This design comes from an exercise in tuning for a short achievable clock period and few clock cycles on the open sky130 flow, not from production work. Only simulation tests tie the RTL to the original design; equivalence was not proved. Power and IR drop assume default switching activity.

==> inputs of run a <==
==> flow/design.v (excerpt) <==
module rvCoreTop (
  input  wire         clk,
  input  wire         reset,
  output wire         wb_cyc,
  output wire         wb_stb,
  output wire         wb_we,
  output wire [31:0]  wb_adr,
  output wire [31:0]  wb_dat_w,
  output wire [3:0]   wb_sel,
  input  wire [31:0]  wb_dat_r,
  input  wire         wb_ack,
  output wire [63:0]  retired_count
);
==> flow/config.mk <==
export PLATFORM = sky130hd
export DESIGN_NAME = rvCoreTop
export DESIGN_NICKNAME = rvCoreTop
export VERILOG_FILES = /design/flow/design.v
export SDC_FILE = /design/flow/constraint.sdc
export NUM_CORES = 4
export LEC_CHECK = 0
export ABC_CLOCK_PERIOD_IN_PS = 3000
export CAP_MARGIN = 20
export CORE_MARGIN = 2
export CORE_UTILIZATION = 40
export SETUP_SLACK_MARGIN = 5
export SLEW_MARGIN = 20
export TNS_END_PERCENT = 100
==> flow/constraint.sdc <==
create_clock -name core_clock -period 10.0 [get_ports {clk}]
set_input_delay 2.0000 -clock core_clock [delete_from_list [all_inputs] [get_ports {clk}]]
set_output_delay 2.0000 -clock core_clock [all_outputs]
set_load 0.01 [all_outputs]
standard.sh (not shown) runs the stock make flow with config.mk's settings and CLKGATE_MAP_FILE= SYNTH_SCRIPT=/design/flow/synth_recipe.tcl, a recipe that flattens the netlist after the stock synthesis.
==> flow/flow/run.sh <==
#!/bin/bash
set -euo pipefail
cd "$(dirname "$0")/.."
bash standard.sh SETUP_SLACK_MARGIN=7 finish > standard_flow.log 2>&1
==> run b: changes against run a <==
--- a/flow/design.v
+++ b/flow/design.v
@@ -101,24 +101,16 @@
   logic        bNew;           
   logic [31:2] bAdr;
   logic [31:0] bDat;
   logic [3:0]  bSel;
   logic [31:2] fPc;            
   logic        fBlock;         
-  logic        hitR;           
-  localparam int BTB_N = 4;
-  logic [BTB_N-1:0] btbV;
-  logic [31:2]      btbPc  [BTB_N];
-  logic [31:2]      btbTgt [BTB_N];
-  logic [1:0]       btbPtr;
   logic [31:0] q0;
   logic [31:0] q1;
   logic        qv0;
   logic        qv1;
-  logic        q0b;            
-  logic        q1b;
   logic [31:2] dPc;            
   logic        dRedDone;       
   logic        eValid;
   logic        eMem;
   logic        eLoad;
   logic        eStore;
@@ -139,21 +131,12 @@
   logic [31:0] eYa;            
   logic        eCin;           
   logic        eArith, eSlt, eSltu, eSll, eSr, eSra, eXor, eOr, eAnd;
   logic        missR;          
   logic [31:2] missTgt;        
   logic        retInc;         
-  logic [15:1] wOh;            
-  logic [3:0]  wRd;
-  logic [31:0] wRes;           
-  logic [31:0] wSum;           
-  logic [31:0] wShl;
-  logic [31:0] wShr;
-  logic [31:0] wLog;
-  logic        wCmp;
-  logic        wSelSum, wSelShl, wSelShr, wSelLog, wSelCmp;
   logic        ldPend;         
   logic [3:0]  ldRd;
   logic [2:0]  ldF3;
   logic [1:0]  ldOff;
   logic        wbValid;        
   logic [3:0]  wbRd;
@@ -203,31 +186,30 @@
   assign immJ = {{11{q0[31]}}, q0[31], q0[19:12], q0[20], q0[30:21], 1'b0};
   assign dIsBr  = (dOp == OP_BR);
   assign dIsJal = (dOp == OP_JAL);
   assign dUse1  = !((dOp == OP_LUI) || (dOp == OP_AUI) || (dOp == OP_JAL)) && (dRs1 != 4'd0);
   assign dUse2  = ((dOp == OP_REG) || (dOp == OP_BR) || (dOp == OP_ST)) && (dRs2 != 4'd0);
   assign dWr    = !((dOp == OP_BR) || (dOp == OP_ST)) && (dRd != 4'd0);
-  assign rv1 = (dRs1 == 4'd0) ? 32'd0 : (wOh != 15'd0 && wRd == dRs1) ? wRes : regs[dRs1];
-  assign rv2 = (dRs2 == 4'd0) ? 32'd0 : (wOh != 15'd0 && wRd == dRs2) ? wRes : regs[dRs2];
+  assign rv1 = (dRs1 == 4'd0) ? 32'd0 : regs[dRs1];
+  assign rv2 = (dRs2 == 4'd0) ? 32'd0 : regs[dRs2];
   assign dOpnd = (dOp == OP_REG || dOp == OP_BR) ? rv2 : immI;
   function automatic logic busyReg(input logic [3:0] r);
     busyReg = (eValid && eWr && eRd == r) || (ldPend && ldRd == r) || (wbValid && wbRd == r);
   endfunction
   assign dHazard = (dUse1 && busyReg(dRs1)) || (dUse2 && busyReg(dRs2)) ||
                    (dWr && ((ldPend && ldRd == dRd) || (eValid && eLoad && eRd == dRd)));
   assign dPredT    = q0[31] || q0[12];
   assign dJump     = dIsJal || (dIsBr && dPredT);
   assign dAdvance  = qv0 && !dHazard && !(eValid && eMem) && !missR;
-  assign dRedirect = qv0 && dJump && !dRedDone && !q0b && !missR;
+  assign dRedirect = qv0 && dJump && !dRedDone && !missR;
   assign dSeq    = dPc + 30'd1;
   assign dTgtJ   = dPc + immJ[31:2];
   assign dTgtB   = dPc + immB[31:2];
   assign dTarget = q0[3] ? dTgtJ : dTgtB;
   logic [31:0] eAddr;
-  logic [31:0] eLog;
-  logic        eCmp;
+  logic [31:0] eResult;
   logic [31:0] eSum;
   logic        eCout;
   logic [31:0] eSrOut;
   logic [4:0]  shamt;
   logic [3:0]  eSelV;
   logic [31:0] eDatV;
@@ -239,22 +221,23 @@
   logic        eMemGo;         
   logic        eJalrGo;
   assign eAddr = eR1 + eImm;
   assign {eCout, eSum} = {1'b0, eX} + {1'b0, eYa} + {32'd0, eCin};
   assign shamt  = eY[4:0];
   assign eSrOut = 32'($signed({eSra && eX[31], eX}) >>> shamt);
-  assign eCmp = eSlt ? ((eX[31] != eY[31]) ? eX[31] : eSum[31]) : !eCout;
-  assign eLog = eXor ? (eX ^ eY) : eOr ? (eX | eY) : (eX & eY);
   always_comb
   begin
-    wRes = 32'd0;
-    if (wSelSum) wRes = wRes | wSum;
-    if (wSelShl) wRes = wRes | wShl;
-    if (wSelShr) wRes = wRes | wShr;
-    if (wSelLog) wRes = wRes | wLog;
-    if (wSelCmp) wRes = wRes | {31'd0, wCmp};
+    eResult = 32'd0;
+    if (eArith) eResult = eResult | eSum;
+    if (eSlt)   eResult = eResult | {31'd0, (eX[31] != eY[31]) ? eX[31] : eSum[31]};
+    if (eSltu)  eResult = eResult | {31'd0, !eCout};
+    if (eSll)   eResult = eResult | (eX << shamt);
+    if (eSr)    eResult = eResult | eSrOut;
+    if (eXor)   eResult = eResult | (eX ^ eY);
+    if (eOr)    eResult = eResult | (eX | eY);
+    if (eAnd)   eResult = eResult | (eX & eY);
   end
   always_comb
   begin
     case (eF3[1:0])
       2'd0:    eSelV = 4'b0001 << eAddr[1:0];
       2'd1:    eSelV = eAddr[1] ? 4'b1100 : 4'b0011;
@@ -288,40 +271,25 @@
   logic [31:2] fAddr;
   logic        qRoomIdle;      
   logic        qRoomAck;       
   logic        fetchGo;
   logic        ctlAck;         
   assign ctlAck = wb_dat_r[6] && !(!wb_dat_r[2] && !wb_dat_r[31] && !wb_dat_r[12]);
-  logic        btbHit;
-  logic [31:2] fNext;          
-  always_comb
-  begin
-    btbHit = 1'b0;
-    fNext  = bAdr + 30'd1;
-    for (int i = 0; i < BTB_N; i++)
-    begin
-      if (btbV[i] && btbPc[i] == bAdr)
-      begin
-        btbHit = 1'b1;
-        fNext  = btbTgt[i];
-      end
-    end
-  end
   assign redirect  = dRedirect || eJalrGo || missR;
   assign rTarget   = missR ? missTgt : eJalrGo ? eAddr[31:2] : dTarget;
   assign fAddr     = redirect ? rTarget : fPc;
   assign qRoomIdle = !qv1 || dAdvance;
   assign qRoomAck  = !qv0 || (dAdvance && !qv1);
   always_comb
   begin
     if (redirect)
       fetchGo = 1'b1;
     else if (fBlock)
       fetchGo = 1'b0;
     else if (ackFetch)
-      fetchGo = qRoomAck && !(ctlAck && !hitR);
+      fetchGo = qRoomAck && !ctlAck;
     else
       fetchGo = qRoomIdle;
   end
   always_ff @(posedge clk)
   begin
     if (reset)
@@ -331,26 +299,22 @@
       bFetch   <= 1'b0;
       bLive    <= 1'b0;
       bLoad    <= 1'b0;
       bNew     <= 1'b0;
       fPc      <= 30'd0;
       fBlock   <= 1'b0;
-      hitR     <= 1'b0;
-      btbV     <= '0;
-      btbPtr   <= 2'd0;
       qv0      <= 1'b0;
       qv1      <= 1'b0;
       dPc      <= 30'd0;
       dRedDone <= 1'b0;
       eValid   <= 1'b0;
       ldPend   <= 1'b0;
       wbValid  <= 1'b0;
       missR    <= 1'b0;
       retInc   <= 1'b0;
       retired  <= 64'd0;
-      wOh      <= 15'd0;
     end
     else
     begin
       if (busFree)
       begin
         if (eMemGo)
@@ -387,23 +351,16 @@
         if (missR)
           bLive <= 1'b0;    
       end
       if (redirect)
         fPc <= rTarget;
       else if (bNew && bFetch)
-        fPc <= fNext;
-      if (bNew)
-        hitR <= bFetch && btbHit;
-      if (dRedirect)
-      begin
-        btbV[btbPtr] <= 1'b1;
-        btbPtr       <= btbPtr + 2'd1;
-      end
+        fPc <= bAdr + 30'd1;
       if (redirect)
         fBlock <= 1'b0;
-      else if (ackFetch && ctlAck && !hitR)
+      else if (ackFetch && ctlAck)
         fBlock <= 1'b1;
       if (missR)
       begin
         qv0 <= 1'b0;
         qv1 <= 1'b0;
       end
@@ -428,13 +385,12 @@
       if (dAdvance)
         eValid <= 1'b1;
       else if (eDone || missR)
         eValid <= 1'b0;
       missR  <= eMiss;
       retInc <= eDone;
-      wOh    <= eLive ? eWrOh : 15'd0;
       if (memIssue && eLoad)
         ldPend <= 1'b1;
       else if (ackLoad)
         ldPend <= 1'b0;
       wbValid <= ackLoad;
       if (retInc)
@@ -443,76 +399,47 @@
   end
   always_ff @(posedge clk)
   begin
     if (dAdvance)
     begin
       if (qv1)
-      begin
-        q0  <= q1;
-        q0b <= q1b;
-      end
+        q0 <= q1;
       else if (ackFetch)
-      begin
-        q0  <= wb_dat_r;
-        q0b <= hitR;
-      end
+        q0 <= wb_dat_r;
       if (ackFetch)
-      begin
-        q1  <= wb_dat_r;
-        q1b <= hitR;
-      end
+        q1 <= wb_dat_r;
     end
     else
     begin
       if (ackFetch && !qv0)
-      begin
-        q0  <= wb_dat_r;
-        q0b <= hitR;
-      end
+        q0 <= wb_dat_r;
       if (ackFetch && qv0)
-      begin
-        q1  <= wb_dat_r;
-        q1b <= hitR;
-      end
-    end
-    if (dRedirect)
-    begin
-      btbPc[btbPtr]  <= dPc;
-      btbTgt[btbPtr] <= dTarget;
+        q1 <= wb_dat_r;
     end
   end
   always_ff @(posedge clk)
   begin
-    if (reset)
+    if (busFree)
     begin
-      bAdr <= 30'd0;
-      bSel <= 4'h0;
-      bDat <= 32'd0;
-    end
-    else
-    begin
-      if (busFree)
+      if (eMemGo)
       begin
-        if (eMemGo)
-        begin
-          bAdr <= eAddr[31:2];
-          bSel <= eSelV;
-        end
-        else
-        begin
-          bAdr <= fAddr;
-          bSel <= 4'hf;
-        end
+        bAdr <= eAddr[31:2];
+        bSel <= eSelV;
+      end
+      else
+      begin
+        bAdr <= fAddr;
+        bSel <= 4'hf;
       end
-      if (memIssue)
-        bDat <= eDatV;
     end
+    if (memIssue)
+      bDat <= eDatV;
   end
   always_ff @(posedge clk)
   begin
-    if (!(eValid && eMem))
+    if (dAdvance)
     begin
       eMem   <= (dOp == OP_LD) || (dOp == OP_ST);
       eLoad  <= (dOp == OP_LD);
       eStore <= (dOp == OP_ST);
       eJalr  <= (dOp == OP_JLR);
       eBr    <= dIsBr;
@@ -611,23 +538,12 @@
       default: wbVal = wbLane;
     endcase
   end
   always_ff @(posedge clk)
   begin
     rdat    <= wb_dat_r;
-    wSum    <= eSum;
-    wShl    <= eX << shamt;
-    wShr    <= eSrOut;
-    wLog    <= eLog;
-    wCmp    <= eCmp;
-    wSelSum <= eArith;
-    wSelShl <= eSll;
-    wSelShr <= eSr;
-    wSelLog <= eXor || eOr || eAnd;
-    wSelCmp <= eSlt || eSltu;
-    wRd     <= eRd;
     missTgt <= ePredT ? eSeq : eTgt;
     if (memIssue && eLoad)
     begin
       ldRd  <= eRd;
       ldF3  <= eF3;
       ldOff <= eAddr[1:0];
@@ -642,14 +558,14 @@
   always_ff @(posedge clk)
   begin
     for (int i = 1; i < 16; i++)
     begin
       if (wbValid && wbRd == 4'(i))
         regs[i] <= wbVal;
-      else if (wOh[i])
-        regs[i] <= wRes;
+      else if (eLive && eWrOh[i])
+        regs[i] <= eResult;
     end
   end
   assign wb_cyc        = bCyc;
   assign wb_stb        = bCyc;
   assign wb_we         = bWe;
   assign wb_adr        = {bAdr, 2'b00};
==> flow/flow/run.sh (replaced) <==
#!/bin/bash
set -euo pipefail
cd "$(dirname "$0")/.."
bash standard.sh SETUP_SLACK_MARGIN=6.5 finish > standard_flow.log 2>&1
==> run notes <==
Outcome: run a timing/DRC/antenna clean; run b timing/DRC/antenna clean
Setup slack at placement: run a 4.74 ns; run b 5.53 ns
Worst setup path endpoint: run a eYa[22]; run b eX[11]
Total power of the final layout: run a 0.0171 W; run b 0.0125 W
Smallest hold slack: run a 0.348 ns; run b 0.467 ns
Leading cell category by total area: run a registers; run b multi-input gates
Multiplexer fraction of the synthesized cell area: run a 5.51%; run b 9.19%
Worst Path Buf+Inv: run a 7; run b 4
Placeable core area: run a 193000 µm²; run b 159000 µm²
CTS sink cnt: run a 1502; run b 1100
Area fraction in compound gates after synthesis: run a 17.8%; run b 18.9%
Worst path most repeated cell: run a buf_6; run b buf_4
Sequential-to-total area share from yosys stat: run a 52.5%; run b 48.5%
Crit path setup slack, layout: run a 6.55 ns; run b 6.39 ns
Met1 Track Usage GR: run a 41.6%; run b 44.3%
Number of signal-net inverters in the final layout: run a 157; run b 183
Leakage power summed over all cells: run a 39.7 nW; run b 28.6 nW
Area of all placed cells without fillers: run a 104000 µm²; run b 76000 µm²
Testbench counts of run a, summed over its fixed seeds: cycles 72,947.
Testbench counts of run b, summed over its fixed seeds: cycles 73,930.

* * *

==> run C <==
Another version of the RTL of rvCoreTop (not shown whole).
Settings: LEC_CHECK=0, ABC_CLOCK_PERIOD_IN_PS=3000, CAP_MARGIN=20, CORE_MARGIN=2, CORE_UTILIZATION=40, SETUP_SLACK_MARGIN=5, SLEW_MARGIN=20, TNS_END_PERCENT=100; clock period 10.0 ns.
==> flow/flow/run.sh <==
#!/bin/bash
set -euo pipefail
cd "$(dirname "$0")/.."
bash standard.sh SETUP_SLACK_MARGIN=7 finish > standard_flow.log 2>&1
==> run R: changes against run C <==
--- a/flow/design.v
+++ b/flow/design.v
@@ -99,28 +99,20 @@
   logic        bLive;          
   logic        bLoad;          
   logic        bNew;           
   logic [31:2] bAdr;
   logic [31:0] bDat;
   logic [3:0]  bSel;
   logic [31:2] fPc;            
   logic        fBlock;         
-  logic        hitR;           
-  localparam int BTB_N = 4;
-  logic [BTB_N-1:0] btbV;
-  logic [31:2]      btbPc  [BTB_N];
-  logic [31:2]      btbTgt [BTB_N];
-  logic [1:0]       btbPtr;
   logic [31:0] q0;
   logic [31:0] q1;
   logic        qv0;
   logic        qv1;
-  logic        q0b;            
-  logic        q1b;
   logic [31:2] dPc;            
   logic        dRedDone;       
   logic        eValid;
   logic        eMem;
   logic        eLoad;
   logic        eStore;
   logic        eJalr;
   logic        eBr;
@@ -135,28 +127,18 @@
   logic [31:0] eSd;
   logic [31:2] eTgt;           
   logic [31:2] eSeq;           
   logic [15:1] eWrOh;          
   logic [31:0] eYa;            
   logic        eCin;           
   logic        eArith, eSlt, eSltu, eSll, eSr, eSra, eXor, eOr, eAnd;
   logic        missR;          
-  logic [31:0] eXorV;          
   logic [31:2] missTgt;        
   logic        retInc;         
-  logic [15:1] wOh;            
-  logic [3:0]  wRd;
-  logic [31:0] wRes;           
-  logic [31:0] wSum;           
-  logic [31:0] wShl;
-  logic [31:0] wShr;
-  logic [31:0] wLog;
-  logic        wCmp;
-  logic        wSelSum, wSelShl, wSelShr, wSelLog, wSelCmp;
   logic        ldPend;         
   logic [3:0]  ldRd;
   logic [2:0]  ldF3;
   logic [1:0]  ldOff;
   logic        wbValid;        
   logic [3:0]  wbRd;
   logic [2:0]  wbF3;
   logic [1:0]  wbOff;
@@ -202,65 +184,62 @@
   assign immB = {{19{q0[31]}}, q0[31], q0[7], q0[30:25], q0[11:8], 1'b0};
   assign immU = {q0[31:12], 12'b0};
   assign immJ = {{11{q0[31]}}, q0[31], q0[19:12], q0[20], q0[30:21], 1'b0};
   assign dIsBr  = (dOp == OP_BR);
   assign dIsJal = (dOp == OP_JAL);
   assign dUse1  = !((dOp == OP_LUI) || (dOp == OP_AUI) || (dOp == OP_JAL)) && (dRs1 != 4'd0);
   assign dUse2  = ((dOp == OP_REG) || (dOp == OP_BR) || (dOp == OP_ST)) && (dRs2 != 4'd0);
   assign dWr    = !((dOp == OP_BR) || (dOp == OP_ST)) && (dRd != 4'd0);
-  assign rv1 = (dRs1 == 4'd0) ? 32'd0 : (wOh != 15'd0 && wRd == dRs1) ? wRes : regs[dRs1];
-  assign rv2 = (dRs2 == 4'd0) ? 32'd0 : (wOh != 15'd0 && wRd == dRs2) ? wRes : regs[dRs2];
+  assign rv1 = (dRs1 == 4'd0) ? 32'd0 : regs[dRs1];
+  assign rv2 = (dRs2 == 4'd0) ? 32'd0 : regs[dRs2];
   assign dOpnd = (dOp == OP_REG || dOp == OP_BR) ? rv2 : immI;
   function automatic logic busyReg(input logic [3:0] r);
     busyReg = (eValid && eWr && eRd == r) || (ldPend && ldRd == r) || (wbValid && wbRd == r);
   endfunction
   assign dHazard = (dUse1 && busyReg(dRs1)) || (dUse2 && busyReg(dRs2)) ||
                    (dWr && ((ldPend && ldRd == dRd) || (eValid && eLoad && eRd == dRd)));
   assign dPredT    = q0[31] || q0[12];
   assign dJump     = dIsJal || (dIsBr && dPredT);
   assign dAdvance  = qv0 && !dHazard && !(eValid && eMem) && !missR;
-  assign dRedirect = qv0 && dJump && !dRedDone && !q0b && !missR && !missNow;
+  assign dRedirect = qv0 && dJump && !dRedDone && !missR;
   assign dSeq    = dPc + 30'd1;
   assign dTgtJ   = dPc + immJ[31:2];
   assign dTgtB   = dPc + immB[31:2];
   assign dTarget = q0[3] ? dTgtJ : dTgtB;
   logic [31:0] eAddr;
-  logic [31:0] eLog;
-  logic        eCmp;
+  logic [31:0] eResult;
   logic [31:0] eSum;
   logic        eCout;
   logic [31:0] eSrOut;
   logic [4:0]  shamt;
   logic [3:0]  eSelV;
   logic [31:0] eDatV;
   logic        eDone;
   logic        memIssue;
   logic        brTaken;
   logic        eMiss;          
-  logic        missNow;        
-  logic        eEqT;           
-  logic        flush;          
   logic        eLive;          
   logic        eMemGo;         
   logic        eJalrGo;
   assign eAddr = eR1 + eImm;
   assign {eCout, eSum} = {1'b0, eX} + {1'b0, eYa} + {32'd0, eCin};
   assign shamt  = eY[4:0];
   assign eSrOut = 32'($signed({eSra && eX[31], eX}) >>> shamt);
-  assign eCmp = eSlt ? ((eX[31] != eY[31]) ? eX[31] : eSum[31]) : !eCout;
-  assign eLog = eXor ? (eX ^ eY) : eOr ? (eX | eY) : (eX & eY);
   always_comb
   begin
-    wRes = 32'd0;
-    if (wSelSum) wRes = wRes | wSum;
-    if (wSelShl) wRes = wRes | wShl;
-    if (wSelShr) wRes = wRes | wShr;
-    if (wSelLog) wRes = wRes | wLog;
-    if (wSelCmp) wRes = wRes | {31'd0, wCmp};
+    eResult = 32'd0;
+    if (eArith) eResult = eResult | eSum;
+    if (eSlt)   eResult = eResult | {31'd0, (eX[31] != eY[31]) ? eX[31] : eSum[31]};
+    if (eSltu)  eResult = eResult | {31'd0, !eCout};
+    if (eSll)   eResult = eResult | (eX << shamt);
+    if (eSr)    eResult = eResult | eSrOut;
+    if (eXor)   eResult = eResult | (eX ^ eY);
+    if (eOr)    eResult = eResult | (eX | eY);
+    if (eAnd)   eResult = eResult | (eX & eY);
   end
   always_comb
   begin
     case (eF3[1:0])
       2'd0:    eSelV = 4'b0001 << eAddr[1:0];
       2'd1:    eSelV = eAddr[1] ? 4'b1100 : 4'b0011;
       default: eSelV = 4'b1111;
     endcase
@@ -280,115 +259,64 @@
       3'd6:    brTaken = (eX < eY);
       default: brTaken = !(eX < eY);
     endcase
   end
   assign eLive    = eValid && !missR;
   assign eMemGo   = eLive && eMem;
   assign memIssue = eMemGo && busFree;
   assign eDone    = eLive && (!eMem || busFree);
-  assign eEqT     = eF3[0] ? (eXorV != 32'd0) : (eXorV == 32'd0);
-  assign missNow  = eLive && eBr && (eF3[2:1] == 2'b00) && (eEqT != ePredT);
-  assign eMiss    = eLive && eBr && (eF3[2:1] != 2'b00) && (brTaken != ePredT);
-  assign flush    = missR || missNow;
+  assign eMiss    = eLive && eBr && (brTaken != ePredT);
   assign eJalrGo  = eLive && eJalr;
   logic        redirect;
   logic [31:2] rTarget;
   logic [31:2] fAddr;
   logic        qRoomIdle;      
   logic        qRoomAck;       
   logic        fetchGo;
   logic        ctlAck;         
   assign ctlAck = wb_dat_r[6] && !(!wb_dat_r[2] && !wb_dat_r[31] && !wb_dat_r[12]);
-  logic        btbHit;
-  logic [31:2] fNext;          
-  always_comb
-  begin
-    btbHit = 1'b0;
-    fNext  = bAdr + 30'd1;
-    for (int i = 0; i < BTB_N; i++)
-    begin
-      if (btbV[i] && btbPc[i] == bAdr)
-      begin
-        btbHit = 1'b1;
-        fNext  = btbTgt[i];
-      end
-    end
-  end
-  assign redirect  = dRedirect || eJalrGo || flush;
-  assign rTarget   = missR ? missTgt : missNow ? (ePredT ? eSeq : eTgt) :
-                     eJalrGo ? eAddr[31:2] : dTarget;
+  assign redirect  = dRedirect || eJalrGo || missR;
+  assign rTarget   = missR ? missTgt : eJalrGo ? eAddr[31:2] : dTarget;
   assign fAddr     = redirect ? rTarget : fPc;
-  logic [31:2] regTgt;         
-  logic        selJalr;
-  logic        selEA;          
-  logic        selDT;          
-  logic [31:2] bAdrNext;
-  logic [31:2] fPcNext;
-  logic [31:2] fPcOther;
-  logic [31:2] dPcNext;
-  logic [31:2] dPcOther;
-  logic        dPcLoad;
-  assign regTgt   = missR ? missTgt : (ePredT ? eSeq : eTgt);
-  assign selJalr  = eJalrGo && !flush;
-  assign selEA    = eMemGo || selJalr;
-  assign selDT    = dRedirect && !eJalrGo;
-  assign bAdrNext = selEA ? eAddr[31:2] : selDT ? dTarget : flush ? regTgt : fPc;
-  assign fPcOther = flush ? regTgt : fNext;
-  assign fPcNext  = selDT ? dTarget : selJalr ? eAddr[31:2] : fPcOther;
-  assign dPcOther = flush ? regTgt : dSeq;
-  assign dPcLoad  = flush || eJalrGo || dAdvance;
-  always_comb
-  begin
-    if (!flush && eJalrGo)
-      dPcNext = eAddr[31:2];
-    else if (!flush && dJump)
-      dPcNext = dTarget;
-    else
-      dPcNext = dPcOther;
-  end
   assign qRoomIdle = !qv1 || dAdvance;
   assign qRoomAck  = !qv0 || (dAdvance && !qv1);
   always_comb
   begin
     if (redirect)
       fetchGo = 1'b1;
     else if (fBlock)
       fetchGo = 1'b0;
     else if (ackFetch)
-      fetchGo = qRoomAck && !(ctlAck && !hitR);
+      fetchGo = qRoomAck && !ctlAck;
     else
       fetchGo = qRoomIdle;
   end
   always_ff @(posedge clk)
   begin
     if (reset)
     begin
       bCyc     <= 1'b0;
       bWe      <= 1'b0;
       bFetch   <= 1'b0;
       bLive    <= 1'b0;
       bLoad    <= 1'b0;
       bNew     <= 1'b0;
       fPc      <= 30'd0;
       fBlock   <= 1'b0;
-      hitR     <= 1'b0;
-      btbV     <= '0;
-      btbPtr   <= 2'd0;
       qv0      <= 1'b0;
       qv1      <= 1'b0;
       dPc      <= 30'd0;
       dRedDone <= 1'b0;
       eValid   <= 1'b0;
       ldPend   <= 1'b0;
       wbValid  <= 1'b0;
       missR    <= 1'b0;
       retInc   <= 1'b0;
       retired  <= 64'd0;
-      wOh      <= 15'd0;
     end
     else
     begin
       if (busFree)
       begin
         if (eMemGo)
         begin
           bCyc   <= 1'b1;
@@ -415,146 +343,120 @@
           bLive  <= 1'b0;
           bLoad  <= 1'b0;
           bNew   <= 1'b0;
         end
       end
       else
       begin
         bNew <= 1'b0;
-        if (flush)
+        if (missR)
           bLive <= 1'b0;    
       end
-      if (redirect || (bNew && bFetch))
-        fPc <= fPcNext;
-      if (bNew)
-        hitR <= bFetch && btbHit;
-      if (dRedirect)
-      begin
-        btbV[btbPtr] <= 1'b1;
-        btbPtr       <= btbPtr + 2'd1;
-      end
+      if (redirect)
+        fPc <= rTarget;
+      else if (bNew && bFetch)
+        fPc <= bAdr + 30'd1;
       if (redirect)
         fBlock <= 1'b0;
-      else if (ackFetch && ctlAck && !hitR)
+      else if (ackFetch && ctlAck)
         fBlock <= 1'b1;
-      if (flush)
+      if (missR)
       begin
         qv0 <= 1'b0;
         qv1 <= 1'b0;
       end
       else if (dAdvance)
       begin
         qv0 <= qv1 || ackFetch;
         qv1 <= qv1 && ackFetch;
       end
       else
       begin
         qv0 <= qv0 || ackFetch;
         qv1 <= qv1 || (qv0 && ackFetch);
       end
-      if (dPcLoad)
-        dPc <= dPcNext;
-      if (dAdvance || flush)
+      if (missR || eJalrGo)
+        dPc <= rTarget;
+      else if (dAdvance)
+        dPc <= dJump ? dTarget : dSeq;
+      if (dAdvance || missR)
         dRedDone <= 1'b0;
       else if (dRedirect)
         dRedDone <= 1'b1;
       if (dAdvance)
-        eValid <= !missNow;
+        eValid <= 1'b1;
       else if (eDone || missR)
         eValid <= 1'b0;
       missR  <= eMiss;
       retInc <= eDone;
-      wOh    <= eLive ? eWrOh : 15'd0;
       if (memIssue && eLoad)
         ldPend <= 1'b1;
       else if (ackLoad)
         ldPend <= 1'b0;
       wbValid <= ackLoad;
       if (retInc)
         retired <= retired + 64'd1;
     end
   end
   always_ff @(posedge clk)
   begin
     if (dAdvance)
     begin
       if (qv1)
-      begin
-        q0  <= q1;
-        q0b <= q1b;
-      end
+        q0 <= q1;
       else if (ackFetch)
-      begin
-        q0  <= wb_dat_r;
-        q0b <= hitR;
-      end
+        q0 <= wb_dat_r;
       if (ackFetch)
-      begin
-        q1  <= wb_dat_r;
-        q1b <= hitR;
-      end
+        q1 <= wb_dat_r;
     end
     else
     begin
       if (ackFetch && !qv0)
-      begin
-        q0  <= wb_dat_r;
-        q0b <= hitR;
-      end
+        q0 <= wb_dat_r;
       if (ackFetch && qv0)
-      begin
-        q1  <= wb_dat_r;
-        q1b <= hitR;
-      end
-    end
-    if (dRedirect)
-    begin
-      btbPc[btbPtr]  <= dPc;
-      btbTgt[btbPtr] <= dTarget;
+        q1 <= wb_dat_r;
     end
   end
   always_ff @(posedge clk)
   begin
-    if (reset)
+    if (busFree)
     begin
-      bAdr <= 30'd0;
-      bSel <= 4'h0;
-      bDat <= 32'd0;
-    end
-    else
-    begin
-      if (busFree)
+      if (eMemGo)
       begin
-        bAdr <= bAdrNext;
-        bSel <= eMemGo ? eSelV : 4'hf;
+        bAdr <= eAddr[31:2];
+        bSel <= eSelV;
+      end
+      else
+      begin
+        bAdr <= fAddr;
+        bSel <= 4'hf;
       end
-      if (memIssue)
-        bDat <= eDatV;
     end
+    if (memIssue)
+      bDat <= eDatV;
   end
   always_ff @(posedge clk)
   begin
-    if (!(eValid && eMem))
+    if (dAdvance)
     begin
       eMem   <= (dOp == OP_LD) || (dOp == OP_ST);
       eLoad  <= (dOp == OP_LD);
       eStore <= (dOp == OP_ST);
       eJalr  <= (dOp == OP_JLR);
       eBr    <= dIsBr;
       ePredT <= dPredT;
       eTgt   <= dTgtB;
       eSeq   <= dSeq;
       eWr    <= dWr;
       eRd    <= dRd;
       eF3    <= dF3;
       eR1    <= rv1;
       eImm   <= (dOp == OP_ST) ? immS : immI;
       eSd    <= rv2;
-      eXorV  <= rv1 ^ rv2;
       for (int i = 1; i < 16; i++)
         eWrOh[i] <= dWr && (dOp != OP_LD) && (dRd == 4'(i));
       eArith <= 1'b0;
       eSlt   <= 1'b0;
       eSltu  <= 1'b0;
       eSll   <= 1'b0;
       eSr    <= 1'b0;
       eSra   <= 1'b0;
@@ -634,27 +536,16 @@
       3'b100:  wbVal = {24'b0, wbLane[7:0]};
       3'b101:  wbVal = {16'b0, wbLane[15:0]};
       default: wbVal = wbLane;
     endcase
   end
   always_ff @(posedge clk)
   begin
     rdat    <= wb_dat_r;
-    wSum    <= eSum;
-    wShl    <= eX << shamt;
-    wShr    <= eSrOut;
-    wLog    <= eLog;
-    wCmp    <= eCmp;
-    wSelSum <= eArith;
-    wSelShl <= eSll;
-    wSelShr <= eSr;
-    wSelLog <= eXor || eOr || eAnd;
-    wSelCmp <= eSlt || eSltu;
-    wRd     <= eRd;
     missTgt <= ePredT ? eSeq : eTgt;
     if (memIssue && eLoad)
     begin
       ldRd  <= eRd;
       ldF3  <= eF3;
       ldOff <= eAddr[1:0];
     end
     if (ackLoad)
@@ -665,18 +556,18 @@
     end
   end
   always_ff @(posedge clk)
   begin
     for (int i = 1; i < 16; i++)
     begin
       if (wbValid && wbRd == 4'(i))
         regs[i] <= wbVal;
-      else if (wOh[i])
-        regs[i] <= wRes;
+      else if (eLive && eWrOh[i])
+        regs[i] <= eResult;
     end
   end
   assign wb_cyc        = bCyc;
   assign wb_stb        = bCyc;
   assign wb_we         = bWe;
   assign wb_adr        = {bAdr, 2'b00};
   assign wb_dat_w      = bDat;
   assign wb_sel        = bSel;
==> flow/run.sh (new file) <==
#!/bin/bash
# synth_recipe.tcl (not shown) runs the flow's synth.tcl, then flattens the netlist and writes it again
# the make line also repeats each setting of config.mk as NAME=value (left out here)
make -C /OpenROAD-flow-scripts/flow DESIGN_CONFIG=/design/flow/config.mk WORK_HOME=/design/flow/orfs CLKGATE_MAP_FILE= SYNTH_SCRIPT=/design/flow/synth_recipe.tcl finish
==> flow/config.mk (replaced) <==
export PLATFORM = sky130hd
export DESIGN_NAME = rvCoreTop
export DESIGN_NICKNAME = rvCoreTop
export VERILOG_FILES = /design/flow/design.v
export SDC_FILE = /design/flow/constraint.sdc
export NUM_CORES = 4
export LEC_CHECK = 0
export ABC_CLOCK_PERIOD_IN_PS = 3000
export CAP_MARGIN = 20
export CORE_MARGIN = 2
export CORE_UTILIZATION = 55
export SETUP_SLACK_MARGIN = 5
export SLEW_MARGIN = 20
export TNS_END_PERCENT = 100
removed: flow/flow/run.sh
removed: flow/standard.sh
==> summary of the runs <==
Register-to-register slack: run R is lower than run C (1400 ps). Of run R and run C, run C has the higher final cell count (gap 31%, measured against run C). Of run R and run C, run C has the higher via count (gap about 25%, measured against run C). Wire length: run R is smaller than run C (about 30%). Total power: run C is higher than run R (about 43%). Between run R and run C, the lower non-clock buffer count is in run R (gap 970).
Testbench counts of run C, summed over its fixed seeds: cycles 72,251.
Testbench counts of run R, summed over its fixed seeds: cycles 73,930.

-- separate check: timing with driven ports --
Ports are ideal in the flow. The routed layouts listed here were re-timed in OpenROAD.
Step 1 sets driving cells, clkbuf_16 on the clock port and buf_2 on the other inputs (assumed; they add their load-dependent delay and slew).
Step 2 adds t to the input delays and takes it off the output delays; t is the mean of the earliest and latest rising clock arrival at the registers after step 1. Input paths then give back, and output paths get back, about the clock's delay inside the block.
a / b / c = ideal / step 1 / step 2; a / b = the first two.
run | shift t [ns] | setup WS [ns] | worst setup path after step 2 | clock arrival spread, ns | worst data-port slew with drivers (ns)
run a | 0.928 | 6.545 / 6.453 / 5.840 | input to register | 0.055 / 0.055 | 0.10
run b | 0.852 | 6.391 / 6.391 / 5.732 | input to register | 0.079 / 0.079 | 0.15
run C | 0.932 | 6.441 / 6.441 / 5.962 | input to register | 0.053 / 0.054 | 0.12
run R | 0.822 | 5.031 / 5.031 / 5.031 | register to register | 0.070 / 0.070 | 0.13
After both steps setup and hold are still met in every run listed. For run a, which loses most, drivers alone change the setup slack by -0.092 ns; drivers and shift together by -0.705 ns.
